Source: an optimization exercise on an open RTL-to-GDS flow (aim: small area and a short achievable clock period). Production flows keep margins and buffers that such runs may drop. In this exercise RTL edits were held to simulation tests only and were not proved equivalent to the original. Power figures rest on the tool's default switching activity, not on a simulated workload.

===== design/flow/config.mk =====
export PLATFORM = sky130hd
export DESIGN_NAME = cmd_track_top
export DESIGN_NICKNAME = cmd_track_top
export VERILOG_FILES = /design/flow/design.v
export SDC_FILE = /design/flow/constraint.sdc
export NUM_CORES = 4
export LEC_CHECK = 0
export CAP_MARGIN = 20
export CORE_MARGIN = 2
export CORE_UTILIZATION = 40
export SLEW_MARGIN = 20

===== design/flow/constraint.sdc =====
create_clock -name core_clock -period 11.5 [get_ports {clk}]
set_input_delay 2.3000 -clock core_clock [delete_from_list [all_inputs] [get_ports {clk}]]
set_output_delay 2.3000 -clock core_clock [all_outputs]
set_load 0.01 [all_outputs]

===== design/flow/design.v =====
`timescale 1ns/1ps
package cmd_track_pkg;
   typedef struct packed
   {
      logic [8-1:0] tag;
   } cmd_issue_t;
   typedef struct packed
   {
      logic [$clog2(16)-1:0] slot;
   } cmd_cpl_t;
   typedef struct packed
   {
      logic [$clog2(16)-1:0] slot;
      logic [8-1:0]  tag;
      logic [16-1:0]   age;
   } cmd_timeout_t;
   typedef struct packed
   {
      logic                   we;
      logic [2-1:0] addr;
      logic [16-1:0]   wdata;
   } cmd_reg_req_t;
   typedef struct packed
   {
      logic                 en;
      logic [16-1:0] thresh;
   } cmd_cfg_t;
endpackage
`timescale 1ns/1ps
module cmd_track_cfg (
   input  logic                         clk,
   input  logic                         rst_n,
   input  cmd_track_pkg::cmd_reg_req_t  reg_req,
   input  logic [2-1:0]       reg_addr_rd,
   output logic [16-1:0]         reg_rdata,
   output cmd_track_pkg::cmd_cfg_t      cfg,
   input  logic                         to_fire
);
logic                 en_q;
logic [16-1:0] thresh_q;
logic [16-1:0] count_q;
logic                 wr_ctrl;
logic                 wr_thresh;
assign wr_ctrl = reg_req.we && (reg_req.addr == 2'd0);
assign wr_thresh = reg_req.we && (reg_req.addr == 2'd1);
always_ff @(posedge clk)
begin
   if (!rst_n)
   begin
      en_q <= 1'b0;
      thresh_q <= '0;
      count_q <= '0;
   end
   else
   begin
      if (wr_ctrl)
      begin
         en_q <= reg_req.wdata[0];
      end
      if (wr_thresh)
      begin
         thresh_q <= reg_req.wdata;
      end
      if (to_fire && (count_q != '1))
      begin
         count_q <= count_q + 1'b1;
      end
   end
end
always_comb
begin
   case (reg_addr_rd)
      2'd0:   reg_rdata = {{(16-1){1'b0}}, en_q};
      2'd1: reg_rdata = thresh_q;
      2'd2:  reg_rdata = count_q;
      default:         reg_rdata = '0;
   endcase
end
assign cfg.en = en_q;
assign cfg.thresh = thresh_q;
endmodule
`timescale 1ns/1ps
module cmd_track_top (
   input  logic                          clk,
   input  logic                          rst_n,
   input  logic [8-1:0]         issue_tag,
   input  logic                          issue_valid,
   output logic                          issue_ready,
   output logic [$clog2(16)-1:0]        issue_slot,
   input  logic [$clog2(16)-1:0]        cpl_slot,
   input  logic                          cpl_valid,
   output logic [$clog2(16)-1:0]        to_slot,
   output logic [8-1:0]         to_tag,
   output logic [16-1:0]          to_age,
   output logic                          to_valid,
   input  logic                          to_ready,
   input  logic                          reg_we,
   input  logic [2-1:0]        reg_addr,
   input  logic [16-1:0]          reg_wdata,
   input  logic [2-1:0]        reg_addr_rd,
   output logic [16-1:0]          reg_rdata
);
localparam int N  = 16;
localparam int SW = $clog2(16);
localparam int TW = 8;
localparam int AW = 16;
cmd_track_pkg::cmd_reg_req_t   reg_req;
cmd_track_pkg::cmd_cfg_t       cfg;
assign reg_req.we = reg_we;
assign reg_req.addr = reg_addr;
assign reg_req.wdata = reg_wdata;
logic [AW-1:0]  now_q;
logic [N-1:0]   busy_q;
logic [TW-1:0]  tag_q   [N];
logic [AW-1:0]  stamp_q [N];
logic [N*N-1:0] ord_q;
logic           rec_valid_q;
logic [AW-1:0]  rec_age_q;
logic           to_valid_q;
logic [SW-1:0]  to_slot_q;
logic [TW-1:0]  to_tag_q;
logic [AW-1:0]  to_age_q;
logic [N-1:0]   free_oh;
logic [N-1:0]   old_oh;
logic [N-1:0]   cpl_oh;
logic [N-1:0]   clr;
logic [SW-1:0]  old_slot;
logic [TW-1:0]  old_tag;
logic [AW-1:0]  old_stamp;
logic           any_busy;
logic           cpl_hit;
logic           fire;
logic           to_fire;
always_comb
begin
   for (int i = 0; i < N; i++)
   begin
      free_oh[i] = ~busy_q[i];
      for (int j = 0; j < i; j++)
      begin
         free_oh[i] = free_oh[i] & busy_q[j];
      end
   end
end
always_comb
begin
   for (int i = 0; i < N; i++)
   begin
      old_oh[i] = busy_q[i];
      for (int j = 0; j < N; j++)
      begin
         if (j < i)
            old_oh[i] = old_oh[i] & (~busy_q[j] | ~ord_q[j*N+i]);
         else if (j > i)
            old_oh[i] = old_oh[i] & (~busy_q[j] | ord_q[i*N+j]);
      end
   end
end
always_comb
begin
   issue_slot = '0;
   old_slot = '0;
   old_tag = '0;
   old_stamp = '0;
   for (int i = 0; i < N; i++)
   begin
      issue_slot = issue_slot | (free_oh[i] ? i[SW-1:0] : '0);
      old_slot = old_slot | (old_oh[i] ? i[SW-1:0] : '0);
      old_tag = old_tag | (old_oh[i] ? tag_q[i] : '0);
      old_stamp = old_stamp | (old_oh[i] ? stamp_q[i] : '0);
   end
end
assign issue_ready = ~&busy_q;
assign any_busy = |busy_q;
always_comb
begin
   for (int i = 0; i < N; i++)
   begin
      cpl_oh[i] = cpl_valid && (cpl_slot == i[SW-1:0]);
   end
end
assign cpl_hit = |(cpl_oh & old_oh);
assign fire = cfg.en && rec_valid_q && (rec_age_q >= cfg.thresh) &&
              !to_valid_q && !cpl_hit;
assign clr = cpl_oh | (fire ? old_oh : '0);
assign to_fire = to_valid_q & to_ready;
always_ff @(posedge clk)
begin
   if (!rst_n)
   begin
      now_q <= '0;
      busy_q <= '0;
      rec_valid_q <= 1'b0;
      to_valid_q <= 1'b0;
   end
   else
   begin
      now_q <= now_q + 1'b1;
      busy_q <= (busy_q & ~clr) | (issue_valid ? free_oh : '0);
      rec_valid_q <= any_busy && !cpl_hit && !fire;
      if (fire)
      begin
         to_valid_q <= 1'b1;
      end
      else if (to_ready)
      begin
         to_valid_q <= 1'b0;
      end
   end
end
always_ff @(posedge clk)
begin
   rec_age_q <= now_q - old_stamp;
   if (fire)
   begin
      to_slot_q <= old_slot;
      to_tag_q <= old_tag;
      to_age_q <= rec_age_q;
   end
end
for (genvar i = 0; i < N; i++)
begin : g_slot
   always_ff @(posedge clk)
   begin
      if (free_oh[i])
      begin
         tag_q[i] <= issue_tag;
         stamp_q[i] <= now_q;
      end
   end
   for (genvar j = i + 1; j < N; j++)
   begin : g_ord
      always_ff @(posedge clk)
      begin
         if (free_oh[j])
            ord_q[i*N+j] <= 1'b1;
         else if (free_oh[i])
            ord_q[i*N+j] <= 1'b0;
      end
   end
end
assign to_valid = to_valid_q;
assign to_slot = to_slot_q;
assign to_tag = to_tag_q;
assign to_age = to_age_q;
cmd_track_cfg u_cfg (
   .clk          (clk),
   .rst_n        (rst_n),
   .reg_req      (reg_req),
   .reg_addr_rd  (reg_addr_rd),
   .reg_rdata    (reg_rdata),
   .cfg          (cfg),
   .to_fire      (to_fire)
);
endmodule

===== design/flow/run.sh =====
#!/bin/bash
# synth_recipe.tcl (not shown) runs the flow's synth.tcl, then flattens the netlist and writes it again
# the make line also repeats each setting of config.mk as NAME=value (left out here)
make -C /OpenROAD-flow-scripts/flow DESIGN_CONFIG=/design/flow/config.mk WORK_HOME=/design/flow/orfs CLKGATE_MAP_FILE= SYNTH_SCRIPT=/design/flow/synth_recipe.tcl finish

==> results of run 1 <==
[cells in the mapped netlist (all sizes together), types with 23 or more instances]
library cell and instances:
edfxtp 412, nand2 288, dfxtp 203, a22oi 154
clkbuf 79, inv 68, o21ai 64, a22o 50
nand3 46, a221oi 41, nor2 41, nand4 34
ha 33, xnor2 32, and2 29, buf 29
a21o 24, a21oi 23
[worst paths after layout]
path	from	end	slack [ns]	cells after the start
worst max register to register	busy_q[0]	rec_age_q[14]	5.91	21
worst max-delay path	reg_addr_rd[1]	reg_rdata[14]	4.69	4
worst min register to register	rec_age_q[0]	to_age_q[0]	0.43	0
worst min-delay path	rec_age_q[0]	to_age_q[0]	0.43	0
[critical path: cells and delay by family]
| family | cells | cell delay [ns] |
|---|---|---|
| AO/OA/AOI/OAI | 1 | 0.29 |
| buffers and inverters | 2 | 1.06 |
| AND/OR/NAND/NOR | 1 | 0.85 |
[layout make-up]
type                    count  share of cell area
clock inverters            27             0.00976
well taps                 782              0.0348
multi-input cells        1093               0.252
repair buffers            132              0.0429
flip-flops and latches    615               0.585
clock buffers              90              0.0665
inverters                  68             0.00909
[metrics by stage]
step | instance area [um2] | hold slack [ns] | worst slack [ns] | instances
after floorplan | 24100 | 0.408 | 6.08 | 1884
after global placement | 25900 | 0.419 | 4.76 | 2690
after detailed placement | 25900 | 0.419 | 4.68 | 2690
after CTS | 28100 | 0.432 | 4.66 | 2807
after global routing | 28100 | 0.448 | 4.58 | 2807
final | 28100 | 0.430 | 4.69 | 2807
[layer usage]
| metal | vias up | routed length (um) | global-route usage |
|---|---|---|---|
| met1 | 8389 | 32300 | 0.333 |
| met3 | 184 | 6820 | 0.0482 |
| met2 | 950 | 33100 | 0.361 |
| li1 | 7346 | - | - |
| met4 | 0 | 2610 | 0.0912 |
| met5 | - | 0 | 0 |
[power by group through the flow]
stage / combinational [W] / clock, W / sequential, W
floorplan: 0.000552 / 0 / 0.00254
global placement: 0.000826 / 0 / 0.00257
detailed placement: 0.000833 / 0 / 0.00257
CTS: 0.000840 / 0.00214 / 0.00252
global route: 0.000916 / 0.00223 / 0.00253
finish: 0.000847 / 0.00211 / 0.00252
[kinds of logic (layout without fill, tap and decap cells)]
family | Yosys count | count (layout) | synth area share
buffers and inverters | 176 | 317 | 0.0294
flip-flops | 615 | 615 | 0.681
XOR/XNOR | 41 | 41 | 0.0149
AND/OR/NAND/NOR | 542 | 542 | 0.109
multiplexers | 5 | 5 | 0.00207
AO/OA/AOI/OAI | 471 | 471 | 0.145
adder cells (fa/ha/maj) | 34 | 34 | 0.0179
[flip-flops by register name, indices dropped and copies added (netlist names)]
signal and count:
rec_valid_q 1, to_valid_q 1, ord_q 120, rec_age_q 16, busy_q 16, to_slot_q 4, u_cfg.thresh_q 16, tag_q 128
to_tag_q 8, to_age_q 16, u_cfg.en_q 1, stamp_q 256, u_cfg.count_q 16, now_q 16
==> summary.md, run 1 <==
| Metric | Value |
|---|---|
| Post-synthesis sequential area ratio | 0.681 |
| Port Buffers | 87 |
| DRT Pass-1 Iters | 8 |
| Top cell type's share of synthesized area | 0.513 |
| Comb power frac | 0.154 |
| CTS tree | built |
| Core area | 60000 um2 |
| Clock power share | 0.385 |
| Die Height | 250 um |
| Crit path DAT | 4.51 ns |
| Top_reg_cell synth | edfxtp_1 |
| Count of unique library cells instantiated by Yosys | 72 |
| Area Overhead vs Synth | 16.4% |
| Max incr delay on CP | 0.85 ns |
| Crit path time final | 6.81 ns |
| GPL Wtd Cong | 0.937 |
| CP Data Required Time | 9.20 ns |
| Synth Cell Area | 24100 um2 |
| Final Hold Vio Count | 0 |
| Sw power | 0.00145 W |
| Top cells by area, synth | edfxtp_1 (51%), dfxtp_1 (17%), a22oi_1 (4.8%) |
| Worst skew pair latency | 0.60 ns |
| Post-CTS Setup Inserts | 0 |
| Layout cell share with drive strength beyond 1 | 0.0864 |
| Routed Antenna Nets | 0 |
| Crit-path most repeated cell | clkdlybuf4s50_1 |
| Detailed Route WL | 74900 um |
| Clock skew | 0.0264 ns |
| Vias in the first global route | 16200 |
| Die X | 250 um |
| Pin count of the biggest net entering global routing | 70 |
| CTS buffer count | 67 |
| Clock Path Buffers | 3 |
| DP HPWL | 42000 um |
| Total Routing Usage GR | 0.237 |
| Maximum vdd ir drop | 0.147 mV |
| Vias/cell | 6.01 |
| Clock root buffer | clkbuf_16 |
| Row count | 90 |
| Slowest cell on crit path | nor2b_1 |
| Routed vias | 16900 |
| Final setup violating endpoints | 0 |
| Total power draw | 0.00548 W |
| DR DRC count | 0 |
| P per Cell Area | 195 nW/um2 |
| # resized after CTS | 0 |
| Fin nets | 2049 |
| Worst rel slew slack | 0.247 |
| Core Util, Final | 0.468 |
| Initial core utilization | 0.402 |
| Tcrit/Tclk final | 0.592 |
| Die area | 62300 um2 |
| Async SR Flop Fraction | 0 |
| Post-synth EDFFs | 412 |
| Startpoint Class | input pin |
| Mapped Cells | 1884 |
| Synthesized Nets | 1956 |
| Setup TNS | 0 ns |
| Switching part of the total | 0.265 |
| Critical path class | in2out |
| Commonest cells after routing, fill and taps aside | edfxtp_1 (412), nand2_1 (288), dfxtp_1 (203) |
| Seq cells post-synth | 615 |
| Leading area contributor after synthesis | edfxtp_1 |
| Area of the multi-input gates | 7070 um2 |
| Hold buffers post-CTS | 0 |
| Tightest Pin Transition | 1.13 ns |
| Initial detailed-routing violation count | 1931 |
| Cell chain of the critical path | clkdlybuf4s50_1 > nor2b_1 > a22o_1 > clkdlybuf4s50_1 |
| Internal cell power | 0.00403 W |
| Maxcap violations | 0 |
| Global-route wire length before repair | 109000 um |
| RSZ-0062 raised after global routing | false |
| Max Clk Rate | 147 MHz |
| Commonest non-fill, non-tap cell in the layout | edfxtp_1 |
| CTS H-tree depth | 3 |
| Hold WC Path Type | reg2reg |
| I/O pins | 88 |
| Sequential share of power | 0.460 |
| Maximum fanout along the worst path | 15 |
| Register Area | 16400 um2 |
| Ant. Diodes | 0 |
| P_leak | 10.5 nW |
| Antenna violations before repair | 0 |
| Worst Setup End Kind | output port |
| Status | finished clean |
| Clock slew at reported path FFs | 0.05 ns |
| Fillers | 5297 |
| Clock sink count | 615 |
| Avg Inst Size Synth | 12.8 um2 |
| Drt wl/cell | 26.7 um |
| Total count of max-transition violations in the final report | 0 |
| Ys Warns | 4 |
| Grt total ovfl | 0 |
==> run 2, diff against run 1 <==
--- a/design/flow/config.mk
+++ b/design/flow/config.mk
@@ -8,4 +8,5 @@
 export CAP_MARGIN = 20
 export CORE_MARGIN = 2
 export CORE_UTILIZATION = 40
+export SETUP_SLACK_MARGIN = 5
 export SLEW_MARGIN = 20
==> run 2 against run 1 <==
  * Global-route usage hardly changed
  * First-iteration DRC count is 5.1% higher
  * Final cell count about the same
  * Total power about the same
  * Hold slack worse by 0.00094 ns
  * Clock power is essentially flat
  * Die area stayed put
  * Clock-buffer cell count unchanged
  * Critical path depth unchanged
  * Sequential share of layout area fell by 0.078 points
  * Area after synthesis is the same
  * Highest routed layer unchanged
==> summary.md, run 2 <==
| Metric | Value |
|---|---|
| Status | finished clean |
| Ant. Diodes | 0 (unchanged) |
| Vias/cell | 6.03 (+0.35%) |
| Core area | 60000 um2 (unchanged) |
| Seq cells post-synth | 615 (unchanged) |
| Ys Warns | 4 (unchanged) |
| Port Buffers | 87 (unchanged) |
| Pin count of the biggest net entering global routing | 70 (unchanged) |
| DR DRC count | 0 (unchanged) |
| CP Data Required Time | 9.20 ns (about the same) |
| Post-Place Setup Slack | 4.68 ns (unchanged) |
| Clock sink count | 615 (unchanged) |
| Crit path time final | 6.33 ns (-0.478 ns) |
| Mapped Cells | 1884 (unchanged) |
| Synthesized Nets | 1956 (unchanged) |
| Top cells by instance count after synthesis | edfxtp_1 (412), nand2_1 (288), dfxtp_1 (203), a22oi_1 (154), clkbuf_1 (79) |
| Maximum fanout along the worst path | 15 (unchanged) |
| Clock root buffer | clkbuf_16 |
| Clock skew | 0.0270 ns (+0.000674 ns) |
| Final setup violating endpoints | 0 (unchanged) |
| Regs by FF count | stamp_q: 256 flops, tag_q: 128 flops, ord_q: 120 flops |
| Initial core utilization | 0.402 (unchanged) |
| Detailed Route WL | 75000 um (+0.12%) |
| Count of unique library cells instantiated by Yosys | 72 (unchanged) |
| Tcrit/Tclk final | 0.551 (-0.0415) |
| Die area | 62300 um2 (unchanged) |
| Startpoint Class | input pin |
| Design area | 28100 um2 (+0.13%) |
| I/O pins | 88 (unchanged) |
| P per Cell Area | 195 nW/um2 (-0.16%) |
| CTS tree | built |
| Top_reg_cell synth | edfxtp_1 |
| GPL Wtd Cong | 0.937 (unchanged) |
| Post-synth EDFFs | 412 (unchanged) |
| Post-synthesis sequential area ratio | 0.681 (unchanged) |
| Row count | 90 (unchanged) |
| Layout cell share with drive strength beyond 1 | 0.0888 (+0.00238) |
| Most flops, register | stamp_q |
| Tightest Pin Transition | 0.924 ns (-0.203 ns) |
| Maximum vdd ir drop | 0.148 mV (+0.23%) |
| Total Routing Usage GR | 0.237 (about the same) |
| Top cells by area, synth | edfxtp_1 (51%), dfxtp_1 (17%), a22oi_1 (4.8%) |
| Fin nets | 2051 (+0.098%) |
| Commonest non-fill, non-tap cell in the layout | edfxtp_1 |
| Die X | 250 um (unchanged) |
| DP HPWL | 42000 um (unchanged) |
| Clock slew at reported path FFs | 0.05 ns (about the same) |
| Setup ws final | 5.17 ns (+0.478 ns) |
| Worst skew pair latency | 0.60 ns (about the same) |
| DRT Pass-1 Iters | 6 (-2) |
| Max reg flops | 256 (unchanged) |
| Clock Path Buffers | 3 (unchanged) |
| Leading area contributor after synthesis | edfxtp_1 |
| Hold Worst Slack | 0.429 ns (-0.000944 ns) |
| P_leak | 10.5 nW (+0.20%) |
| Avg Inst Size Synth | 12.8 um2 (unchanged) |
| Maxcap violations | 0 (unchanged) |
| Placed cell area | 25900 um2 (unchanged) |
| Drt wl/cell | 26.7 um (about the same) |
| Setup TNS | 0 ns (unchanged) |
| Critical path class | in2out |
| Vias in the first global route | 16100 (-0.17%) |
| Area Overhead vs Synth | 16.6% |
| Synth Cell Area | 24100 um2 (unchanged) |
| CTS H-tree depth | 3 (unchanged) |
| Routed vias | 16900 (+0.42%) |
| CTS buffer count | 67 (unchanged) |
| Worst Setup End Kind | output port |
| RSZ-0062 raised after global routing | false |
| Async SR Flop Fraction | 0 (unchanged) |
| Fillers | 5298 (+0.019%) |
| Antenna violations before repair | 0 (unchanged) |
| Max Clk Rate | 158 MHz (+7.5%) |
| Routed Antenna Nets | 0 (unchanged) |
| Global-route wire length before repair | 109000 um (about the same) |
| Hold WC Path Type | reg2reg |
| Final Hold Vio Count | 0 (unchanged) |
| Total count of max-transition violations in the final report | 0 (unchanged) |
| Die Height | 250 um (unchanged) |
| Top cell type's share of synthesized area | 0.513 (unchanged) |
| Worst rel slew slack | 0.382 (+0.135) |
| Hold buffers post-CTS | 0 (unchanged) |
| Commonest cells after routing, fill and taps aside | edfxtp_1 (412), nand2_1 (288), dfxtp_1 (203) |
| Grt total ovfl | 0 (unchanged) |
| Leading cell type by number of instances after synthesis | edfxtp_1 |
| Crit path DAT | 4.03 ns (-0.48 ns) |
| Initial detailed-routing violation count | 2030 (+5.1%) |
==> run 2: cell types whose count changed in the layout (fill, tap and decap cells not counted), sizes merged <==
cell	previous run	this run
buf	46	48
==> run 2: kinds of logic (layout without fill, tap and decap cells) <==
group,after synthesis,in the layout,synth area share
multiplexers,5,5,0.00207
AO/OA/AOI/OAI,471,471,0.145
buffers and inverters,176,319,0.0294
AND/OR/NAND/NOR,542,542,0.109
adder cells (fa/ha/maj),34,34,0.0179
XOR/XNOR,41,41,0.0149
flip-flops,615,615,0.681
==> run 2: repair_timing <==
action                                  in CTS  in global routing
endpoints found under the setup margin      17                  2
buffers inserted                             0                  2
gates resized for setup                      5                  1
pin swaps                                    0                  0
==> run 2: power breakdown <==
group | switching [W] | total [W] | internal, W
sequential | 0.0000614 | 0.00252 | 0.00246
combinational | 0.000531 | 0.000846 | 0.000315
clock | 0.000860 | 0.00211 | 0.00125
==> run 2: area by class of cell <==
type | count | area, um2 | area share
clock inverter | 27 | 274 | 0.00974
timing repair buffer | 134 | 1220 | 0.0435
inverter | 68 | 255 | 0.00908
clock buffer | 90 | 1870 | 0.0664
sequential | 615 | 16400 | 0.584
tap | 782 | 978 | 0.0348
multi-input combinational | 1093 | 7090 | 0.252
==> run 2: worst max-delay path, stage by stage <==
cell and delay, ns:
clkdlybuf4s50_1 0.57, nor2b_4 0.40, a22o_1 0.22, clkdlybuf4s50_1 0.53
==> run 2: stage by stage <==
stage                      util  total power, W  instances
after floorplan               -         0.00309       1884
after global placement    0.432         0.00339       2690
after detailed placement  0.432         0.00340       2690
after CTS                 0.468         0.00550       2807
after global routing      0.469         0.00568       2809
final                     0.469         0.00548       2809
==> run 2: per-layer routing <==
layer / global-route usage / up-vias / wire, um
met2: 0.362 / 973 / 33300
met5: 0 / - / 0
met1: 0.333 / 8440 / 31900
met3: 0.0485 / 183 / 7230
met4: 0.0885 / 0 / 2510
li1: - / 7344 / -
==> run 2: worst paths after layout <==
kind                            slack [ns]            from  cells after the start            end
worst min-delay path                  0.43    rec_age_q[0]                      0    to_age_q[0]
worst min register to register        0.43    rec_age_q[0]                      0    to_age_q[0]
worst max-delay path                  5.17  reg_addr_rd[1]                      4  reg_rdata[14]
worst max register to register        5.90       busy_q[0]                     21  rec_age_q[14]
==> run 3, diff against run 2 <==
--- a/design/flow/config.mk
+++ b/design/flow/config.mk
@@ -7,6 +7,6 @@
 export LEC_CHECK = 0
 export CAP_MARGIN = 20
 export CORE_MARGIN = 2
-export CORE_UTILIZATION = 40
+export CORE_UTILIZATION = 65
 export SETUP_SLACK_MARGIN = 5
 export SLEW_MARGIN = 20
==> run 3 against run 2 <==
  * Critical endpoint is now reg_rdata[12]
  * Via count is 0.91% higher
  * Combinational power is 2% higher
  * Area after synthesis stayed put
  * Hold slack better by 0.0065 ns
  * Routed wire length is 6.2% lower
  * Highest routed layer unchanged
  * Final cell count is 11% lower
==> summary.md, run 3 <==
| Metric | Value |
|---|---|
| P per Cell Area | 193 nW/um2 (-1.2%) |
| Internal cell power | 0.00386 W (-4.1%) |
| Hold WC Path Type | reg2reg |
| Worst Setup End Kind | output port |
| DR DRC count | 0 (unchanged) |
| Setup ws final | 5.20 ns (+0.0314 ns) |
| Top cells by area, synth | edfxtp_1 (51%), dfxtp_1 (17%), a22oi_1 (4.8%) |
| Final Hold Vio Count | 0 (unchanged) |
| Top cells by instance count after synthesis | edfxtp_1 (412), nand2_1 (288), dfxtp_1 (203), a22oi_1 (154), clkbuf_1 (79) |
| Die Height | 197 um (-21%) |
| Leading area contributor after synthesis | edfxtp_1 |
| Cell chain of the critical path | clkdlybuf4s50_1 > nor2b_4 > a22o_1 > clkdlybuf4s50_1 |
| Post-synthesis sequential area ratio | 0.681 (unchanged) |
| Die area | 38700 um2 (-38%) |
| R2R setup slack | 5.92 ns (+0.02 ns) |
| P_leak | 10.4 nW (-1.2%) |
| Worst skew pair latency | 0.63 ns (+0.03 ns) |
| Top_reg_cell synth | edfxtp_1 |
| Clock slew at reported path FFs | 0.06 ns (about the same) |
| Most flops, register | stamp_q |
| Regs by FF count | stamp_q: 256 flops, tag_q: 128 flops, ord_q: 120 flops |
| Total Routing Usage GR | 0.367 (+0.130) |
| Global-route wire length before repair | 104000 um (-4.9%) |
| Worst hold endpoint | to_age_q[0] |
| Status | finished clean |
| Die X | 197 um (-21%) |
| Critical path buffers and inverters | 2 (unchanged) |
| Avg Inst Size Synth | 12.8 um2 (unchanged) |
| Register Area | 16400 um2 (unchanged) |
| Routed vias | 17100 (+0.91%) |
| Initial detailed-routing violation count | 1946 (-4.1%) |
| DRT Pass-1 Iters | 5 (-1) |
| Hold Path Origin | rec_age_q[0] |
| CTS tree | built |
| Sw power | 0.00144 W (-1.2%) |
| GPL Wtd Cong | 0.984 (+5.0%) |
| Comb power frac | 0.163 (+0.009) |
| Async SR Flop Fraction | 0 (unchanged) |
| Critical path class | in2out |
| Seq cells post-synth | 615 (unchanged) |
| Clock sink count | 615 (unchanged) |
| Sequential share of power | 0.477 (+0.017) |
| Count of unique library cells instantiated by Yosys | 72 (unchanged) |
| Tcrit/Tclk final | 0.548 (-0.00273) |
| Fillers | 2392 (-55%) |
| Synth Cell Area | 24100 um2 (unchanged) |
| Initial core utilization | 0.659 (+0.257) |
| Commonest cells after routing, fill and taps aside | edfxtp_1 (412), nand2_1 (288), dfxtp_1 (203) |
| Synth Area in Compound Gates | 0.145 (unchanged) |
| CTS buffer count | 59 (-12%) |
| Top Family by Delay on Critical Path | buffers and inverters |
| Vias in the first global route | 16600 (+2.9%) |
| Total count of max-transition violations in the final report | 0 (unchanged) |
| Routed Antenna Nets | 0 (unchanged) |
| XOR/XNOR Fraction of Synth Area | 0.0149 (unchanged) |
| Maximum vdd ir drop | 0.193 mV (+31%) |
| Crit-path most repeated cell | clkdlybuf4s50_1 |
| I/O pins | 88 (unchanged) |
| Layout cell share with drive strength beyond 1 | 0.0847 (-0.00411) |
| Largest family of logic cells by synthesized area | compound AO/OA/AOI/OAI gates |
| Drt wl/cell | 28.3 um (+6.0%) |
| Crit path DAT | 4.00 ns (-0.03 ns) |
| Post-synthesis mux area share | 0.00207 (unchanged) |
| CTS H-tree depth | 2 (-1) |
| Setup TNS | 0 ns (unchanged) |
| Switching part of the total | 0.271 (+0.00597) |
| Post-Synth Simple-Gate Area | 0.109 (unchanged) |
| RSZ-0062 raised after global routing | false |
| Synthesized Nets | 1956 (unchanged) |
| Worst r2r path cells | 18 (-14%) |
| Worst rel slew slack | 0.367 (-0.0149) |
| Startpoint Class | input pin |
| Crit path time final | 6.30 ns (-0.0314 ns) |
| Post-Place Setup Slack | 4.77 ns (+0.0951 ns) |
| Clock power share | 0.360 (-0.025) |
| Maximum fanout along the worst path | 15 (unchanged) |
| Antenna violations before repair | 0 (unchanged) |
| Pin count of the biggest net entering global routing | 70 (unchanged) |
| Fin nets | 2045 (-0.29%) |
| Max incr delay on CP | 0.57 ns (about the same) |
| Clock skew | 0.0167 ns (-0.0103 ns) |
| Ant. Diodes | 0 (unchanged) |
| Max reg flops | 256 (unchanged) |
| Maxcap violations | 0 (unchanged) |
| Clock Path Buffers | 3 (unchanged) |
| Area Overhead vs Synth | 14.1% |
| Reg-to-Reg Start | busy_q[14] |
| Final setup violating endpoints | 0 (unchanged) |
| Clock root buffer | clkbuf_16 |
| Adder-cell share of the synthesized area | 0.0179 (unchanged) |
| DP HPWL | 39900 um (-5.0%) |
| CP Data Required Time | 9.20 ns (about the same) |
| Vias/cell | 6.87 (+14%) |
| Port Buffers | 87 (unchanged) |
| Commonest non-fill, non-tap cell in the layout | edfxtp_1 |
| Leading cell type by number of instances after synthesis | edfxtp_1 |
| Tightest Pin Transition | 0.947 ns (+0.0223 ns) |
| Ys Warns | 4 (unchanged) |
| Core area | 36600 um2 (-39%) |
| Row count | 70 (-22%) |
| RR Endpoint | rec_age_q[14] |
| Worst Setup SP | reg_addr_rd[1] |
| Grt total ovfl | 0 (unchanged) |
| Post-synth EDFFs | 412 (unchanged) |
| Top cell type's share of synthesized area | 0.513 (unchanged) |
| Slowest cell on crit path | clkdlybuf4s50_1 |
| Area of the multi-input gates | 7090 um2 (about the same) |
| Hold path cells | 0 (unchanged) |
| Detailed Route WL | 70300 um (-6.2%) |
| Mapped Cells | 1884 (unchanged) |
| Max Clk Rate | 159 MHz (+0.50%) |
run 3: kinds of logic after synthesis:
family          count (synthesis)
compound gates                471
xor+xnor                       41
fa+ha+maj                      34
buf+inv                       176
flops                         615
mux                             5
simple gates                  542
run 3: layer usage:
metal  share of wire  GRT usage
met4           0.050      0.183
met3            0.11     0.0696
met1            0.38      0.501
met2            0.45      0.573
met5               0          0
run 3: what timing repair did:
action,4_1_cts,5_1_grt
resized for setup,3,11
buffers inserted,0,1
endpoints found under the setup margin,18,17
cloned,0,0
pin swaps,0,1
hold buffers,0,0
run 3: worst register-to-register path: cells and delay by family (launching register included):
family                   cells  cell delay [ns]
adder cells (fa/ha/maj)      2             0.61
XOR/XNOR                     1             0.13
flip-flops                   1             0.53
AO/OA/AOI/OAI               11             2.72
AND/OR/NAND/NOR              2             1.09
buffers and inverters        2             0.43
run 3: power groups by stage:
stage / registers [W] / logic (W) / clock network (W)
3_5_place_dp: 0.00257 / 0.000833 / 0
2_1_floorplan: 0.00254 / 0.000552 / 0
5_1_grt: 0.00253 / 0.000923 / 0.00200
6_report: 0.00253 / 0.000861 / 0.00191
4_1_cts: 0.00253 / 0.000845 / 0.00191
3_3_place_gp: 0.00257 / 0.000816 / 0
run 3: worst max path at each step:
stage / end / depth (start not counted)
after floorplan: reg_rdata[10] / 4
after global placement: reg_rdata[0] / 5
after detailed placement: reg_rdata[5] / 4
after CTS: issue_slot[2] / 9
after global routing: reg_rdata[0] / 5
final: reg_rdata[12] / 4
run 3: final cells by class:
cell class              instances  share of cell area
repair buffers                136              0.0455
inverters                      68             0.00927
flip-flops and latches        615               0.597
well taps                     468              0.0213
clock buffers                  79              0.0578
clock inverters                28              0.0113
multi-input cells            1093               0.258
run 3: metrics by stage:
step,instance area (um2),power (W),instances,hold slack (ns),util
6_report,27500,0.00530,2487,0.436,0.752
3_3_place_gp,25600,0.00338,2379,0.412,0.698
2_1_floorplan,24100,0.00309,1884,0.408,-
4_1_cts,27500,0.00529,2486,0.435,0.751
3_5_place_dp,25600,0.00340,2379,0.420,0.698
5_1_grt,27500,0.00545,2487,0.445,0.752
==> run 4, diff against run 3 <==
--- a/design/flow/config.mk
+++ b/design/flow/config.mk
@@ -8,5 +8,6 @@
 export CAP_MARGIN = 20
 export CORE_MARGIN = 2
 export CORE_UTILIZATION = 65
+export CTS_BUF_LIST = sky130_fd_sc_hd__clkbuf_4 sky130_fd_sc_hd__clkbuf_8
 export SETUP_SLACK_MARGIN = 5
 export SLEW_MARGIN = 20
==> run 4 against run 3 <==
  * Still clean
  * Routed wire length increased by 0.41%
  * Clock power increased by 5%
  * Synthesized cell count unchanged
  * Setup slack got worse by 0.13 ns
  * Fmax decreased by 2.0%
  * Area after synthesis unchanged
  * Final cell count increased by 2.9%
  * Via count decreased by 0.30%
  * Critical path type is now reg2out
  * Largest power group unchanged
==> summary.md, run 4 <==
| Metric | Value |
|---|---|
| Crit path time final | 6.43 ns (+0.129 ns) |
| Drt wl/cell | 27.6 um (-2.4%) |
| Die Height | 197 um (unchanged) |
| Maximum vdd ir drop | 0.180 mV (-6.6%) |
| Regs by FF count | stamp_q: 256 flops, tag_q: 128 flops, ord_q: 120 flops |
| Vias in the first global route | 16700 (+0.78%) |
| Post-synthesis sequential area ratio | 0.681 (unchanged) |
| Hold WC Path Type | reg2reg |
| Commonest non-fill, non-tap cell in the layout | edfxtp_1 |
| Max Clk Rate | 155 MHz (-2.0%) |
| CTS buffer count | 94 (+59%) |
| Worst r2r path cells | 17 (-1) |
| Fin nets | 2079 (+1.7%) |
| DR DRC count | 0 (unchanged) |
| Mapped Cells | 1884 (unchanged) |
| R2R setup slack | 5.92 ns (about the same) |
| Tightest Pin Transition | 0.927 ns (-0.0195 ns) |
| Reg-to-Reg Start | busy_q[14] |
| CP Data Required Time | 9.20 ns (about the same) |
| Largest family of logic cells by synthesized area | compound AO/OA/AOI/OAI gates |
| Clock sink count | 615 (unchanged) |
| Antenna violations before repair | 1 (+1) |
| Total count of max-transition violations in the final report | 0 (unchanged) |
| GPL Wtd Cong | 0.984 (unchanged) |
| Async SR Flop Fraction | 0 (unchanged) |
| P per Cell Area | 195 nW/um2 (+1.1%) |
| Worst skew pair latency | 0.70 ns (+0.07 ns) |
| Most flops, register | stamp_q |
| Internal cell power | 0.00393 W (+1.8%) |
| Die X | 197 um (unchanged) |
| Initial detailed-routing violation count | 1995 (+2.5%) |
| Clock power share | 0.373 (+0.013) |
| Detailed Route WL | 70600 um (+0.41%) |
| Ys Warns | 4 (unchanged) |
| Non-filler cells, final | 2558 (+2.9%) |
| Dpl cells | 2379 (unchanged) |
| Pin count of the biggest net entering global routing | 70 (unchanged) |
| Initial core utilization | 0.659 (unchanged) |
| Top cells by instance count after synthesis | edfxtp_1 (412), nand2_1 (288), dfxtp_1 (203), a22oi_1 (154), clkbuf_1 (79) |
| Post-synth EDFFs | 412 (unchanged) |
| Total Routing Usage GR | 0.369 (+0.00180) |
| Setup TNS | 0 ns (unchanged) |
| Grt total ovfl | 0 (unchanged) |
| P_leak | 10.6 nW (+2.1%) |
| Adder-cell share of the synthesized area | 0.0179 (unchanged) |
| Crit path DAT | 4.13 ns (+0.13 ns) |
| Hold path cells | 0 (unchanged) |
| RR Endpoint | rec_age_q[15] |
| Clock slew at reported path FFs | 0.06 ns (about the same) |
| Hold Path Origin | rec_age_q[0] |
| DRT Pass-1 Iters | 6 (+1) |
| Avg Inst Size Synth | 12.8 um2 (unchanged) |
| Seq cells post-synth | 615 (unchanged) |
| Maxcap violations | 0 (unchanged) |
| Max reg flops | 256 (unchanged) |
| Top cell type's share of synthesized area | 0.513 (unchanged) |
| CTS H-tree depth | 3 (+1) |
| Startpoint Class | flip-flop |
| Leading cell type by number of instances after synthesis | edfxtp_1 |
| Post-Synth Simple-Gate Area | 0.109 (unchanged) |
| Leading area contributor after synthesis | edfxtp_1 |
| Commonest cells after routing, fill and taps aside | edfxtp_1 (412), nand2_1 (288), dfxtp_1 (203) |
| Sequential share of power | 0.468 (-0.009) |
| Routed Antenna Nets | 0 (unchanged) |
| Synth Area in Compound Gates | 0.145 (unchanged) |
| Maximum fanout along the worst path | 41 (+26) |
| Worst hold endpoint | to_age_q[0] |
| Final Hold Vio Count | 0 (unchanged) |
| Layout cell share with drive strength beyond 1 | 0.123 (+0.0380) |
| Top_reg_cell synth | edfxtp_1 |
| Post-synthesis mux area share | 0.00207 (unchanged) |
| Area Overhead vs Synth | 15.1% |
| RSZ-0062 raised after global routing | true |
| DP HPWL | 39900 um (unchanged) |
| XOR/XNOR Fraction of Synth Area | 0.0149 (unchanged) |
| Critical path class | reg2out |
| Clock root buffer | clkbuf_8 |
| Worst rel slew slack | 0.380 (+0.0130) |
| Switching part of the total | 0.272 (+0.00103) |
| Top cells by area, synth | edfxtp_1 (51%), dfxtp_1 (17%), a22oi_1 (4.8%) |
| I/O pins | 88 (unchanged) |
| Row count | 70 (unchanged) |
| Synth Cell Area | 24100 um2 (unchanged) |
| Synthesized Nets | 1956 (unchanged) |
| Hold Worst Slack | 0.437 ns (+0.00160 ns) |
| Routed vias | 17000 (-0.30%) |
| Worst Setup End Kind | output port |
| Sw power | 0.00147 W (+2.3%) |
| Final setup violating endpoints | 0 (unchanged) |
| Tcrit/Tclk final | 0.559 (+0.0112) |
| Die area | 38700 um2 (unchanged) |
| Clock Path Buffers | 3 (unchanged) |
| CTS tree | built |
| Status | finished clean |
| Clock skew | 0.0397 ns (+0.0230 ns) |
| Global-route wire length before repair | 104000 um (+0.45%) |
| Vias/cell | 6.66 (-3.1%) |
| Count of unique library cells instantiated by Yosys | 72 (unchanged) |
| Port Buffers | 87 (unchanged) |
| Comb power frac | 0.159 (-0.004) |
| Hold buffers post-CTS | 0 (unchanged) |
| Core area | 36600 um2 (unchanged) |
[run 4: final cells by class]
type	count	area (um2)
sequential	615	16400
inverter	68	255
tap	468	586
multi-input combinational	1093	7090
clock buffer	145	1780
clock inverter	31	369
timing repair buffer	135	1250
antenna	3	7.51
fill	2441	8840
[run 4: routing by layer]
metal,track usage,vias to the layer above,share of wire
met3,0.0828,198,0.11
li1,-,7396,-
met5,0,-,0
met2,0.574,1174,0.46
met4,0.180,0,0.042
met1,0.497,8275,0.38
[run 4: critical path, cell delays in order (launching register included)]
cell	delay [ns]
dfxtp_1	0.31
buf_4	0.29
nand4_1	0.33
nor2_2	0.28
nand3_1	0.25
or4_1	0.72
nor3_4	0.21
buf_12	0.34
nor3_1	0.08
nand4_1	0.10
clkdlybuf4s50_1	0.54
[run 4: kinds of logic after synthesis]
logic type / after synthesis
DFF: 615
adders and majority gates: 34
muxes: 5
xor gates and xnor gates: 41
and+or+nand+nor: 542
AOI/OAI and AO/OA: 471
buffers and inverters: 176
[run 4: power by group through the flow]
| stage | Clock [W] | Sequential (W) | Combinational [W] |
|---|---|---|---|
| floorplan | 0 | 0.00254 | 0.000552 |
| global placement | 0 | 0.00257 | 0.000816 |
| detailed placement | 0 | 0.00257 | 0.000833 |
| CTS | 0.00202 | 0.00253 | 0.000841 |
| global route | 0.00212 | 0.00253 | 0.000923 |
| finish | 0.00201 | 0.00253 | 0.000861 |
[run 4: repair_timing]
action                                  in CTS  in global routing
resized for setup                            5                 10
endpoints found under the setup margin      19                 17
buffers inserted                             0                  0
[run 4: how the worst max path moves through the flow]
stage | endpoint | from | cells after the start | slack [ns]
after floorplan | reg_rdata[10] | reg_addr_rd[0] | 4 | 6.08
after global placement | reg_rdata[0] | reg_addr_rd[0] | 5 | 4.81
after detailed placement | reg_rdata[5] | reg_addr_rd[0] | 4 | 4.77
after CTS | issue_slot[0] | busy_q[0] | 10 | 4.92
after global routing | issue_slot[0] | busy_q[0] | 10 | 4.92
final | issue_slot[0] | busy_q[0] | 10 | 5.07
[run 4: stage by stage]
step	setup slack, ns	power [W]	utilization	instance area [um2]
global placement	4.81	0.00338	0.698	25600
floorplan	6.08	0.00309	-	24100
global route	4.92	0.00558	0.759	27800
CTS	4.92	0.00539	0.758	27700
detailed placement	4.77	0.00340	0.698	25600
finish	5.07	0.00540	0.759	27800
==> run 5, diff against run 4 <==
--- a/design/flow/config.mk
+++ b/design/flow/config.mk
@@ -8,6 +8,7 @@
 export CAP_MARGIN = 20
 export CORE_MARGIN = 2
 export CORE_UTILIZATION = 65
-export CTS_BUF_LIST = sky130_fd_sc_hd__clkbuf_4 sky130_fd_sc_hd__clkbuf_8
+export CTS_CLUSTER_DIAMETER = 100
+export CTS_CLUSTER_SIZE = 30
 export SETUP_SLACK_MARGIN = 5
 export SLEW_MARGIN = 20
==> run 5 against run 4 <==
  * Setup slack worse by 0.018 ns
  * Flip-flop and latch count unchanged
  * Final cell count down 5.3%
  * Routed wire length down 2.8%
  * Via count down 2.1%
  * Hold slack better by 0.011 ns
  * Critical path type unchanged
  * Critical endpoint unchanged
  * Highest routed layer unchanged
==> summary.md, run 5 <==
| Metric | Value |
|---|---|
| Seq cells post-synth | 615 (unchanged) |
| Port Buffers | 87 (unchanged) |
| Sw power | 0.00125 W (-15%) |
| Die X | 197 um (unchanged) |
| Fillers | 2585 (+5.9%) |
| Vias/cell | 6.89 (+3.4%) |
| Total power draw | 0.00443 W (-18%) |
| Crit path capture | issue_slot[0] |
| Layout cell share with drive strength beyond 1 | 0.0589 (-0.0638) |
| Tightest Pin Transition | 0.907 ns (-0.0205 ns) |
| RSZ-0062 raised after global routing | true |
| Crit path time final | 6.45 ns (+0.0178 ns) |
| Crit path DAT | 4.15 ns (+0.02 ns) |
| DRT Pass-1 Iters | 6 (unchanged) |
| Most flops, register | stamp_q |
| Worst r2r path cells | 18 (+1) |
| Clock root buffer | clkbuf_16 |
| Clock sink count | 615 (unchanged) |
| Final setup violating endpoints | 0 (unchanged) |
| CTS tree | built |
| Max Used Layer | met4 |
| Max incr delay on CP | 0.71 ns (about the same) |
| Reg-to-Reg Start | busy_q[14] |
| I/O pins | 88 (unchanged) |
| Routed Antenna Nets | 0 (unchanged) |
| Cell chain of the critical path | buf_4 > nand4_1 > nor2_1 > nand3_1 > or4_1 > nor3_4 > buf_12 > nor3_1 > nand4_1 > clkdlybuf4s50_1 |
| Post-synth EDFFs | 412 (unchanged) |
| Core area | 36600 um2 (unchanged) |
| Top cells by instance count after synthesis | edfxtp_1 (412), nand2_1 (288), dfxtp_1 (203), a22oi_1 (154), clkbuf_1 (79) |
| Routed vias | 16700 (-2.1%) |
| Antenna violations before repair | 0 (-1) |
| Final Hold Vio Count | 0 (unchanged) |
| Max reg flops | 256 (unchanged) |
| Initial detailed-routing violation count | 1887 (-5.4%) |
| Switching part of the total | 0.282 (+0.0101) |
| P per Cell Area | 168 nW/um2 (-13%) |
| GPL Wtd Cong | 0.984 (unchanged) |
| Hold Worst Slack | 0.448 ns (+0.0106 ns) |
| DR DRC count | 0 (unchanged) |
| Status | finished clean |
| RR Endpoint | rec_age_q[14] |
| Worst Setup SP | busy_q[0] |
| Die Height | 197 um (unchanged) |
| Die area | 38700 um2 (unchanged) |
| Post-CTS Setup Inserts | 0 (unchanged) |
| Leading area contributor after synthesis | edfxtp_1 |
| Clock Path Buffers | 3 (unchanged) |
| Hold path cells | 0 (unchanged) |
| Regs by FF count | stamp_q: 256 flops, tag_q: 128 flops, ord_q: 120 flops |
| Synthesized Nets | 1956 (unchanged) |
| Hold buffers post-CTS | 0 (unchanged) |
| Top_reg_cell synth | edfxtp_1 |
| Hold WC Path Type | reg2reg |
| Post-Place Setup Slack | 4.77 ns (unchanged) |
| Commonest cells after routing, fill and taps aside | edfxtp_1 (412), nand2_1 (288), dfxtp_1 (203) |
| Startpoint Class | flip-flop |
| Area Overhead vs Synth | 9.11% |
| Pin count of the biggest net entering global routing | 70 (unchanged) |
| Leading cell type by number of instances after synthesis | edfxtp_1 |
| Top Family by Delay on Critical Path | simple AND/OR/NAND/NOR gates |
| CTS buffer count | 24 (-74%) |
| Mapped Cells | 1884 (unchanged) |
| Total count of max-transition violations in the final report | 0 (unchanged) |
| Slowest cell on crit path | or4_1 |
| Setup TNS | 0 ns (unchanged) |
| Global-route wire length before repair | 101000 um (-3.0%) |
| Met1 wire length | 26300 um (-3.2%) |
| Initial core utilization | 0.659 (unchanged) |
| Worst Setup End Kind | output port |
| Critical path class | reg2out |
| Non-filler cells, final | 2422 (-5.3%) |
| Row count | 70 (unchanged) |
| Drt wl/cell | 28.3 um (+2.7%) |
| Dpl cells | 2379 (unchanged) |
| Critical path buffers and inverters | 3 (unchanged) |
| Commonest non-fill, non-tap cell in the layout | edfxtp_1 |
| Sequential share of power | 0.569 (+0.101) |
| Vias in the first global route | 16000 (-4.2%) |
| Max Clk Rate | 155 MHz (-0.28%) |
| Async SR Flop Fraction | 0 (unchanged) |
| Clock skew | 0.0232 ns (-0.0165 ns) |
| Maximum fanout along the worst path | 41 (unchanged) |
| Ant. Diodes | 0 (-3) |
| Setup ws final | 5.05 ns (-0.0178 ns) |
| CTS H-tree depth | 1 (-2) |
| Worst skew pair latency | 0.61 ns (-0.09 ns) |
| DP HPWL | 39900 um (unchanged) |
| Tcrit/Tclk final | 0.561 (+0.00155) |
| WP depth | 10 (unchanged) |
| Internal cell power | 0.00318 W (-19%) |
| P_leak | 9.78 nW (-7.5%) |
| Avg Inst Size Synth | 12.8 um2 (unchanged) |
| Detailed Route WL | 68700 um (-2.8%) |
| Crit-path most repeated cell | nand4_1 |
| Synth Cell Area | 24100 um2 (unchanged) |
| Fin nets | 2009 (-3.4%) |
| Worst rel slew slack | 0.394 (+0.0137) |
| Clock power share | 0.238 (-0.135) |
| Top cell type's share of synthesized area | 0.513 (unchanged) |
| Top cells by area, synth | edfxtp_1 (51%), dfxtp_1 (17%), a22oi_1 (4.8%) |
| Comb power frac | 0.193 (+0.034) |
| Clock slew at reported path FFs | 0.11 ns (+0.05 ns) |
| Total Routing Usage GR | 0.356 (-0.0132) |
| Maximum vdd ir drop | 0.142 mV (-21%) |
| Post-synthesis sequential area ratio | 0.681 (unchanged) |
| Maxcap violations | 0 (unchanged) |
| Routed met2 length | 31500 um (-2.7%) |
| CP Data Required Time | 9.20 ns (about the same) |
| Routed wl met3 | 7710 um (-4.7%) |
| R2R setup slack | 5.93 ns (about the same) |
| Count of unique library cells instantiated by Yosys | 72 (unchanged) |
| Grt total ovfl | 0 (unchanged) |
| Ys Warns | 4 (unchanged) |
## run 5: cell count changes in the layout (fill, tap and decap cells not counted), moves of 8 or more
| cell | previous run | this run |
|---|---|---|
| clkbuf_8 | 110 | 0 |
| clkbuf_4 | 35 | 0 |
| clkbuf_16 | 0 | 24 |
| clkbuf_1 | 0 | 16 |
| clkinv_1 | 10 | 1 |
| clkinv_2 | 8 | 0 |
## run 5: layer usage
metal / GRT usage / vias to the layer above
met1: 0.493 / 8135
li1: - / 7202
met5: 0 / -
met2: 0.564 / 1148
met3: 0.0630 / 197
met4: 0.149 / 0
## run 5: stage by stage
stage | cell area (um2) | util
2_1_floorplan | 24100 | -
3_3_place_gp | 25600 | 0.698
3_5_place_dp | 25600 | 0.698
4_1_cts | 26300 | 0.718
5_1_grt | 26300 | 0.719
6_report | 26300 | 0.719
## run 5: layout make-up
class	count	area, um2	share of cell area
Sequential cell	615	16400	0.624
Multi-Input combinational cell	1093	7090	0.269
Timing Repair Buffer	135	1250	0.0475
Clock buffer	40	661	0.0251
Tap cell	468	586	0.0222
Inverter	68	255	0.00970
Clock inverter	3	47.5	0.00181
## run 5: how the worst min path moves through the flow
stage,start,to
after detailed placement,rec_age_q[0],to_age_q[0]
after global routing,rec_age_q[3],to_age_q[3]
final,rec_age_q[0],to_age_q[0]
after global placement,rec_age_q[0],to_age_q[0]
after CTS,rec_age_q[0],to_age_q[0]
after floorplan,rec_age_q[0],to_age_q[0]
## run 5: cell families (layout without fill, tap and decap cells)
| group | after synthesis | count (layout) | share of synthesized area |
|---|---|---|---|
| multiplexers | 5 | 5 | 0.00207 |
| adder cells (fa/ha/maj) | 34 | 34 | 0.0179 |
| AO/OA/AOI/OAI | 471 | 471 | 0.145 |
| AND/OR/NAND/NOR | 542 | 542 | 0.109 |
| buffers and inverters | 176 | 246 | 0.0294 |
| flip-flops | 615 | 615 | 0.681 |
| XOR/XNOR | 41 | 41 | 0.0149 |
## run 5: repair_timing
action,CTS,global route
setup endpoints to repair,18,17
resized for setup,4,10
pin swaps,0,0
## run 5: power groups by stage
stage / Clock (W) / Combinational, W / Sequential, W
floorplan: 0 / 0.000552 / 0.00254
global placement: 0 / 0.000816 / 0.00257
detailed placement: 0 / 0.000833 / 0.00257
CTS: 0.00106 / 0.000840 / 0.00252
global route: 0.00113 / 0.000919 / 0.00253
finish: 0.00105 / 0.000855 / 0.00252
==> run 6, diff against run 5 <==
==> design/flow/flow/run.sh (new file) <==
#!/bin/bash
# The standard layout, with plain buffers (buf_2) on the ports instead of the
# delay cells buffer_ports picks by default; each tool's log stays under orfs/logs
set -euo pipefail
export BUFFER_PORTS_ARGS="-buffer_cell sky130_fd_sc_hd__buf_2"
bash standard.sh > standard_flow.log 2>&1
==> design/flow/standard.sh (new file) <==
#!/bin/bash
# synth_recipe.tcl (not shown) runs the flow's synth.tcl, then flattens the netlist and writes it again
# the make line also repeats each setting of config.mk as NAME=value (left out here)
make -C /OpenROAD-flow-scripts/flow DESIGN_CONFIG=/design/flow/config.mk WORK_HOME=/design/flow/orfs CLKGATE_MAP_FILE= SYNTH_SCRIPT=/design/flow/synth_recipe.tcl "${@:-finish}"
--- a/design/flow/config.mk
+++ b/design/flow/config.mk
@@ -8,7 +8,5 @@
 export CAP_MARGIN = 20
 export CORE_MARGIN = 2
 export CORE_UTILIZATION = 65
-export CTS_CLUSTER_DIAMETER = 100
-export CTS_CLUSTER_SIZE = 30
 export SETUP_SLACK_MARGIN = 5
 export SLEW_MARGIN = 20
removed: design/flow/run.sh
==> run 6 against run 5 <==
  * Register-to-register slack improved by 0.15 ns
  * Design area grew 2.8%
  * Fmax up 4.0%
==> summary.md, run 6 <==
| Metric | Value |
|---|---|
| Pin count of the biggest net entering global routing | 70 (unchanged) |
| CP Data Required Time | 9.20 ns (about the same) |
| Grt total ovfl | 0 (unchanged) |
| Clock sink count | 615 (unchanged) |
| Mapped Cells | 1884 (unchanged) |
| Post-synthesis sequential area ratio | 0.681 (unchanged) |
| Top cell type's share of synthesized area | 0.513 (unchanged) |
| Top cells by area, synth | edfxtp_1 (51%), dfxtp_1 (17%), a22oi_1 (4.8%) |
| Initial detailed-routing violation count | 2009 (+6.5%) |
| Clock skew | 0.0339 ns (+0.0107 ns) |
| Total count of max-transition violations in the final report | 0 (unchanged) |
| Tcrit/Tclk final | 0.539 (-0.0218) |
| Avg Inst Size Synth | 12.8 um2 (unchanged) |
| Crit path DAT | 3.90 ns (-0.25 ns) |
| Hold buffers post-CTS | 0 (unchanged) |
| Cell chain of the critical path | buf_4 > nand4_1 > nor2_1 > nand3_1 > or3_1 > inv_1 > buf_4 > nor3_1 > nand4_1 > buf_2 |
| Final Hold Vio Count | 0 (unchanged) |
| Die Height | 197 um (unchanged) |
| Count of unique library cells instantiated by Yosys | 72 (unchanged) |
| Worst Setup End Kind | output port |
| Synthesized Nets | 1956 (unchanged) |
| Setup TNS | 0 ns (unchanged) |
| Top_reg_cell synth | edfxtp_1 |
| Top Family by Delay on Critical Path | simple AND/OR/NAND/NOR gates |
| Clock Path Buffers | 3 (unchanged) |
| Maximum vdd ir drop | 0.181 mV (+27%) |
| Crit path time final | 6.20 ns (-0.250 ns) |
| Routed vias | 17000 (+1.8%) |
| RSZ-0062 raised after global routing | false |
| Area of the multi-input gates | 7070 um2 (-0.28%) |
| CTS tree | built |
| Die X | 197 um (unchanged) |
| Switching part of the total | 0.274 (-0.00751) |
| Clock root buffer | clkbuf_16 |
| DR DRC count | 0 (unchanged) |
| Tightest Pin Transition | 1.06 ns (+0.149 ns) |
| CTS H-tree depth | 2 (+1) |
| Maximum fanout along the worst path | 26 (-37%) |
| Comb power frac | 0.161 (-0.032) |
| Clock slew at reported path FFs | 0.06 ns (-0.05 ns) |
| DP HPWL | 39000 um (-2.2%) |
| Status | finished clean |
| Routed Antenna Nets | 0 (unchanged) |
| Port Buffers | 87 (unchanged) |
| GPL Wtd Cong | 0.985 (+0.14%) |
| Max incr delay on CP | 0.76 ns (+0.05 ns) |
| Layout cell share with drive strength beyond 1 | 0.129 (+0.0697) |
| Commonest cells after routing, fill and taps aside | edfxtp_1 (412), nand2_1 (288), dfxtp_1 (203) |
| Worst skew pair latency | 0.65 ns (+0.04 ns) |
| Vias/cell | 6.81 (-1.1%) |
| Die area | 38700 um2 (unchanged) |
| Detailed Route WL | 70000 um (+2.0%) |
| Total Routing Usage GR | 0.363 (+0.00702) |
| Antenna violations before repair | 1 (+1) |
| Critical path class | reg2out |
| Drt wl/cell | 28.1 um (-0.93%) |
| Initial core utilization | 0.659 (unchanged) |
| Critical path buffers and inverters | 4 (+1) |
| Worst rel slew slack | 0.295 (-0.0993) |
| Core area | 36600 um2 (unchanged) |
| Row count | 70 (unchanged) |
| Leading cell type by number of instances after synthesis | edfxtp_1 |
| Fin nets | 2045 (+1.8%) |
| Slowest cell on crit path | or3_1 |
| CTS buffer count | 59 (+150%) |
| Clock power share | 0.359 (+0.121) |
| P per Cell Area | 195 nW/um2 (+16%) |
| I/O pins | 88 (unchanged) |
| Post-synth EDFFs | 412 (unchanged) |
| Sequential share of power | 0.480 (-0.089) |
| DRT Pass-1 Iters | 5 (-1) |
| Maxcap violations | 0 (unchanged) |
| Total power draw | 0.00528 W (+19%) |
| Leading area contributor after synthesis | edfxtp_1 |
| Regs by FF count | stamp_q: 256 flops, tag_q: 128 flops, ord_q: 120 flops |
| Max Clk Rate | 161 MHz (+4.0%) |
| Async SR Flop Fraction | 0 (unchanged) |
| Max reg flops | 256 (unchanged) |
| Hold WC Path Type | reg2reg |
| Most flops, register | stamp_q |
| Seq cells post-synth | 615 (unchanged) |
| Startpoint Class | flip-flop |
| Vias in the first global route | 16300 (+1.9%) |
| Final setup violating endpoints | 0 (unchanged) |
| Sw power | 0.00145 W (+16%) |
| Ys Warns | 4 (unchanged) |
| Synth Cell Area | 24100 um2 (unchanged) |
| # resized after CTS | 0 (-4) |
| Area Overhead vs Synth | 12.2% |
| Top cells by instance count after synthesis | edfxtp_1 (412), nand2_1 (288), dfxtp_1 (203), a22oi_1 (154), clkbuf_1 (79) |
| Global-route wire length before repair | 102000 um (+1.3%) |
| P_leak | 10.4 nW (+6.5%) |
| Register Area | 16400 um2 (unchanged) |
| Post-CTS Setup Inserts | 0 (unchanged) |
| Fillers | 2421 (-6.3%) |
| Commonest non-fill, non-tap cell in the layout | edfxtp_1 |
| Internal cell power | 0.00383 W (+20%) |
## run 6: stage by stage
stage | instance area (um2) | hold WS [ns] | utilization | cells | setup WS, ns
finish | 27100 | 0.438 | 0.740 | 2494 | 5.30
global route | 27100 | 0.453 | 0.739 | 2491 | 5.14
CTS | 27100 | 0.439 | 0.739 | 2491 | 5.34
detailed placement | 25200 | 0.424 | 0.687 | 2380 | 5.59
global placement | 25200 | 0.411 | 0.687 | 2380 | 5.68
floorplan | 24100 | 0.408 | - | 1884 | 6.08
## run 6: logic make-up (layout without fill, tap and decap cells)
family | Yosys count | in the layout | synth area share
compound gates | 471 | 471 | 0.145
xor+xnor | 41 | 41 | 0.0149
fa+ha+maj | 34 | 34 | 0.0179
buf+inv | 176 | 315 | 0.0294
flops | 615 | 615 | 0.681
mux | 5 | 5 | 0.00207
other cells | 0 | 3 | 0
simple gates | 542 | 542 | 0.109
## run 6: worst reg2reg max path, cell delays in order (launching register included)
cell	delay, ns
dfxtp_1	0.61
inv_2	0.35
o22ai_1	0.13
or4_4	0.45
nor4_4	0.29
buf_4	0.49
a221oi_1	0.17
and3_1	0.19
nand4_1	0.09
ha_1	0.20
inv_1	0.07
fa_1	0.42
a21o_1	0.20
a21oi_1	0.21
o21bai_1	0.12
a31o_2	0.28
a2111oi_0	0.38
o21bai_1	0.17
a21o_1	0.21
a21oi_1	0.18
xnor2_1	0.13
## run 6: worst paths after layout
check                                  start       endpoint  slack (ns)  cells after the start
worst min register to register  rec_age_q[0]    to_age_q[0]        0.44                      0
worst max register to register     busy_q[8]  rec_age_q[14]        6.08                     20
worst max-delay path               busy_q[0]  issue_slot[0]        5.30                     10
worst min-delay path            rec_age_q[0]    to_age_q[0]        0.44                      0
## run 6: area by class of cell
cell class / count / share of cell area
diodes: 3 / 0.000277
repair buffers: 136 / 0.0297
clock buffers: 81 / 0.0613
flip-flops and latches: 615 / 0.607
clock inverters: 30 / 0.00947
inverters: 68 / 0.00943
multi-input cells: 1093 / 0.261
well taps: 468 / 0.0216
## run 6: power by group through the flow
| stage | Combinational [W] | Clock, W | Sequential (W) |
|---|---|---|---|
| after global placement | 0.000807 | 0 | 0.00257 |
| after global routing | 0.000915 | 0.00199 | 0.00254 |
| after detailed placement | 0.000820 | 0 | 0.00258 |
| after CTS | 0.000833 | 0.00190 | 0.00253 |
| final | 0.000851 | 0.00189 | 0.00253 |
| after floorplan | 0.000552 | 0 | 0.00254 |
## run 6: routing by layer
metal | GRT usage | share of wire
met5 | 0 | 0
met4 | 0.174 | 0.047
met1 | 0.494 | 0.39
met2 | 0.571 | 0.46
met3 | 0.0666 | 0.11
==> run 7, diff against run 6 <==
==> design/flow/flow/run.sh (replaced) <==
#!/bin/bash
# The standard layout, with plain buffers (buf_2) on the ports instead of the
# delay cells buffer_ports picks by default, and timing repair aiming for
# 6.0 ns of setup slack; make's output goes to standard_flow.log, each tool's
# log stays under orfs/logs
set -euo pipefail
export BUFFER_PORTS_ARGS="-buffer_cell sky130_fd_sc_hd__buf_2"
bash standard.sh finish SETUP_SLACK_MARGIN=6.0 > standard_flow.log 2>&1
--- a/design/flow/config.mk
+++ b/design/flow/config.mk
@@ -8,5 +8,4 @@
 export CAP_MARGIN = 20
 export CORE_MARGIN = 2
 export CORE_UTILIZATION = 65
-export SETUP_SLACK_MARGIN = 5
 export SLEW_MARGIN = 20
==> run 7 against run 6 <==
  * Clock-buffer cell count did not move
  * Design area rose by 0.75%
  * Largest power group unchanged
  * Hold slack hardly changed
  * Total power grew 0.15%
  * Critical path depth fell by 3
  * Highest routed layer unchanged
  * Fmax rose by 14%
  * Final cell count rose by 0.32%
  * Synthesized cell count unchanged
  * Register-to-register slack better by 0.22 ns
==> summary.md, run 7 <==
| Metric | Value |
|---|---|
| Hold buffers post-CTS | 0 (unchanged) |
| Leading area contributor after synthesis | edfxtp_1 |
| Clock root buffer | clkbuf_16 |
| Core area | 36600 um2 (unchanged) |
| Total count of max-transition violations in the final report | 0 (unchanged) |
| Max Clk Rate | 183 MHz (+14%) |
| Seq cells post-synth | 615 (unchanged) |
| RSZ-0062 raised after global routing | false |
| Internal cell power | 0.00384 W (+0.16%) |
| Clock slew at reported path FFs | 0.06 ns (about the same) |
| XOR/XNOR Fraction of Synth Area | 0.0149 (unchanged) |
| Hold path cells | 0 (unchanged) |
| Core Util, Final | 0.745 (+0.00554) |
| Global routing usage on met2 | 0.571 (unchanged) |
| Detailed Route WL | 70200 um (+0.25%) |
| Worst Setup End Kind | output port |
| Top Family by Delay on Critical Path | simple AND/OR/NAND/NOR gates |
| Top cells by instance count after synthesis | edfxtp_1 (412), nand2_1 (288), dfxtp_1 (203), a22oi_1 (154), clkbuf_1 (79) |
| Clock Path Buffers | 3 (unchanged) |
| Switching part of the total | 0.274 (about the same) |
| Reg-to-Reg Start | busy_q[14] |
| Final setup violating endpoints | 0 (unchanged) |
| R2R setup slack | 6.30 ns (+0.22 ns) |
| Global-route wire length before repair | 103000 um (+0.38%) |
| Final Hold Vio Count | 0 (unchanged) |
| Met1 usage | 0.499 (+0.00466) |
| Largest family of logic cells by synthesized area | compound AO/OA/AOI/OAI gates |
| Maxcap violations | 0 (unchanged) |
| Worst rel slew slack | 0.396 (+0.102) |
| Vias/cell | 6.83 (+0.23%) |
| Top_reg_cell synth | edfxtp_1 |
| I/O pins | 88 (unchanged) |
| Leading cell type by number of instances after synthesis | edfxtp_1 |
| Maximum fanout along the worst path | 26 (unchanged) |
| CP Data Required Time | 9.20 ns (about the same) |
| Ys Warns | 4 (unchanged) |
| Initial detailed-routing violation count | 2071 (+3.1%) |
| Critical path class | reg2out |
| Sequential share of power | 0.480 (about the same) |
| Max incr delay on CP | 0.65 ns (-0.11 ns) |
| Tcrit/Tclk final | 0.474 (-0.0651) |
| CTS H-tree depth | 2 (unchanged) |
| Pin count of the biggest net entering global routing | 70 (unchanged) |
| Hold WC Path Type | reg2reg |
| Routed Antenna Nets | 0 (unchanged) |
| CTS tree | built |
| Row count | 70 (unchanged) |
| Adder-cell share of the synthesized area | 0.0179 (unchanged) |
| Slowest cell on crit path | or4_4 |
| Layout cell share with drive strength beyond 1 | 0.140 (+0.0113) |
| Comb power frac | 0.163 (+0.002) |
| Die Height | 197 um (unchanged) |
| Maximum vdd ir drop | 0.182 mV (+0.28%) |
| Cell chain of the critical path | buf_6 > nand4_1 > nor2_2 > nand3_2 > or4_4 > or3_1 > buf_2 |
| DP HPWL | 39000 um (unchanged) |
| Startpoint Class | flip-flop |
| Mapped Cells | 1884 (unchanged) |
| CTS buffer count | 59 (unchanged) |
| Commonest non-fill, non-tap cell in the layout | edfxtp_1 |
| Fin nets | 2053 (+0.39%) |
| Die area | 38700 um2 (unchanged) |
| Top cells by area, synth | edfxtp_1 (51%), dfxtp_1 (17%), a22oi_1 (4.8%) |
| Clock skew | 0.0457 ns (+0.0118 ns) |
| Total power draw | 0.00529 W (+0.15%) |
| DRT Pass-1 Iters | 6 (+1) |
| Routing usage on met3 | 0.0655 (-0.00103) |
| Worst hold endpoint | to_age_q[0] |
| Drt wl/cell | 28.1 um (about the same) |
| Port Buffers | 87 (unchanged) |
| Grt total ovfl | 0 (unchanged) |
| P per Cell Area | 194 nW/um2 (-0.60%) |
| Area Overhead vs Synth | 13.1% |
| Total Routing Usage GR | 0.364 (+0.00145) |
| Post-Synth Simple-Gate Area | 0.109 (unchanged) |
| Sw power | 0.00145 W (+0.11%) |
| Setup TNS | 0 ns (unchanged) |
| Antenna violations before repair | 1 (unchanged) |
| Setup ws final | 6.05 ns (+0.749 ns) |
| Regs by FF count | stamp_q: 256 flops, tag_q: 128 flops, ord_q: 120 flops |
| Design area | 27300 um2 (+0.75%) |
| Max reg flops | 256 (unchanged) |
| Status | finished clean |
| Commonest cells after routing, fill and taps aside | edfxtp_1 (412), nand2_1 (287), dfxtp_1 (198) |
| Critical path buffers and inverters | 2 (-2) |
| Async SR Flop Fraction | 0 (unchanged) |
| P_leak | 10.5 nW (+0.72%) |
| Clock sink count | 615 (unchanged) |
| Routed vias | 17100 (+0.55%) |
| Gr busiest metal | met2 |
| Clock power share | 0.358 (about the same) |
| Synth Area in Compound Gates | 0.145 (unchanged) |
| Synthesized Nets | 1956 (unchanged) |
| Count of unique library cells instantiated by Yosys | 72 (unchanged) |
| Worst r2r path cells | 21 (+5.0%) |
| Most flops, register | stamp_q |
| DR DRC count | 0 (unchanged) |
| Synth Cell Area | 24100 um2 (unchanged) |
| Placed cell area | 25200 um2 (unchanged) |
| Hold Path Origin | rec_age_q[0] |
| Avg Inst Size Synth | 12.8 um2 (unchanged) |
| Vias in the first global route | 16400 (+0.20%) |
| Tightest Pin Transition | 0.904 ns (-0.152 ns) |
==> run 7: changes by cell type in the layout (fill, tap and decap cells not counted), sizes merged <==
cell | previous run | this run
inv | 71 | 70
clkinvlp | 3 | 4
buf | 136 | 144
==> run 7: repair_timing <==
| action | in CTS | in global routing |
|---|---|---|
| pin swaps | 4 | 0 |
| hold endpoints to repair | 0 | 0 |
| resized for setup | 23 | 18 |
| gates cloned | 0 | 0 |
| buffers inserted | 5 | 3 |
| setup endpoints to repair | 20 | 7 |
==> run 7: logic make-up (layout without fill, tap and decap cells) <==
group           Yosys count  in the layout
flops                   615            615
simple gates            542            542
compound gates          471            471
buf+inv                 176            323
xor+xnor                 41             41
fa+ha+maj                34             34
mux                       5              5
other cells               0              3
==> run 7: cell type report <==
cell class	instances	area [um2]
Tap cell	468	586
Fill cell	2405	9330
Clock buffer	81	1660
Inverter	68	262
Multi-Input combinational cell	1093	7120
Timing Repair Buffer	144	950
Antenna cell	3	7.51
Clock inverter	30	256
Sequential cell	615	16400
==> run 7: worst reg2reg max path, cell delays in order, from the launching register on <==
cell,delay (ns)
dfxtp_1,0.29
buf_4,0.20
inv_2,0.32
o22ai_1,0.17
nor4_1,0.40
and3_1,0.22
buf_4,0.45
a22oi_1,0.20
and3_1,0.21
nand4_1,0.09
ha_1,0.20
inv_1,0.07
fa_1,0.42
a21o_1,0.20
a21oi_1,0.21
o21bai_1,0.13
a31o_2,0.29
a2111oi_0,0.38
o21bai_1,0.17
a21o_1,0.21
a21oi_1,0.18
xnor2_1,0.13
==> run 7: metal layers <==
layer | share of wire | wire, um | vias to the layer above
met1 | 0.38 | 26800 | 8313
met4 | 0.050 | 3520 | 0
li1 | - | - | 7350
met2 | 0.45 | 31900 | 1180
met3 | 0.11 | 8000 | 238
met5 | 0 | 0 | -
==> run 7: power groups by stage <==
| stage | Clock [W] | Combinational, W | Sequential, W |
|---|---|---|---|
| global route | 0.00199 | 0.000922 | 0.00254 |
| global placement | 0 | 0.000807 | 0.00257 |
| floorplan | 0 | 0.000552 | 0.00254 |
| CTS | 0.00190 | 0.000834 | 0.00253 |
| detailed placement | 0 | 0.000820 | 0.00258 |
| finish | 0.00189 | 0.000859 | 0.00253 |
==> run 7: through the flow <==
stage,hold slack [ns],cells
final,0.437,2502
after global placement,0.411,2380
after global routing,0.453,2499
after CTS,0.439,2496
after detailed placement,0.424,2380
after floorplan,0.408,1884
==> run 7: worst max-delay path by stage <==
stage                               from       endpoint  slack, ns
after floorplan           reg_addr_rd[0]  reg_rdata[10]       6.08
after global placement    reg_addr_rd[1]   reg_rdata[0]       5.68
after detailed placement  reg_addr_rd[1]   reg_rdata[7]       5.59
after CTS                      busy_q[6]  issue_slot[1]       5.91
after global routing           busy_q[0]  issue_slot[2]       5.98
final                          busy_q[0]    issue_ready       6.05

Re-timed with assumed drivers on the ports (clkbuf_16 on the clock, buf_2 on other inputs), run 7 has 5.995 ns of setup slack against 6.050 ns with ideal ports, and 6.057 ns once port delays also move by the mid clock arrival of 0.687 ns.
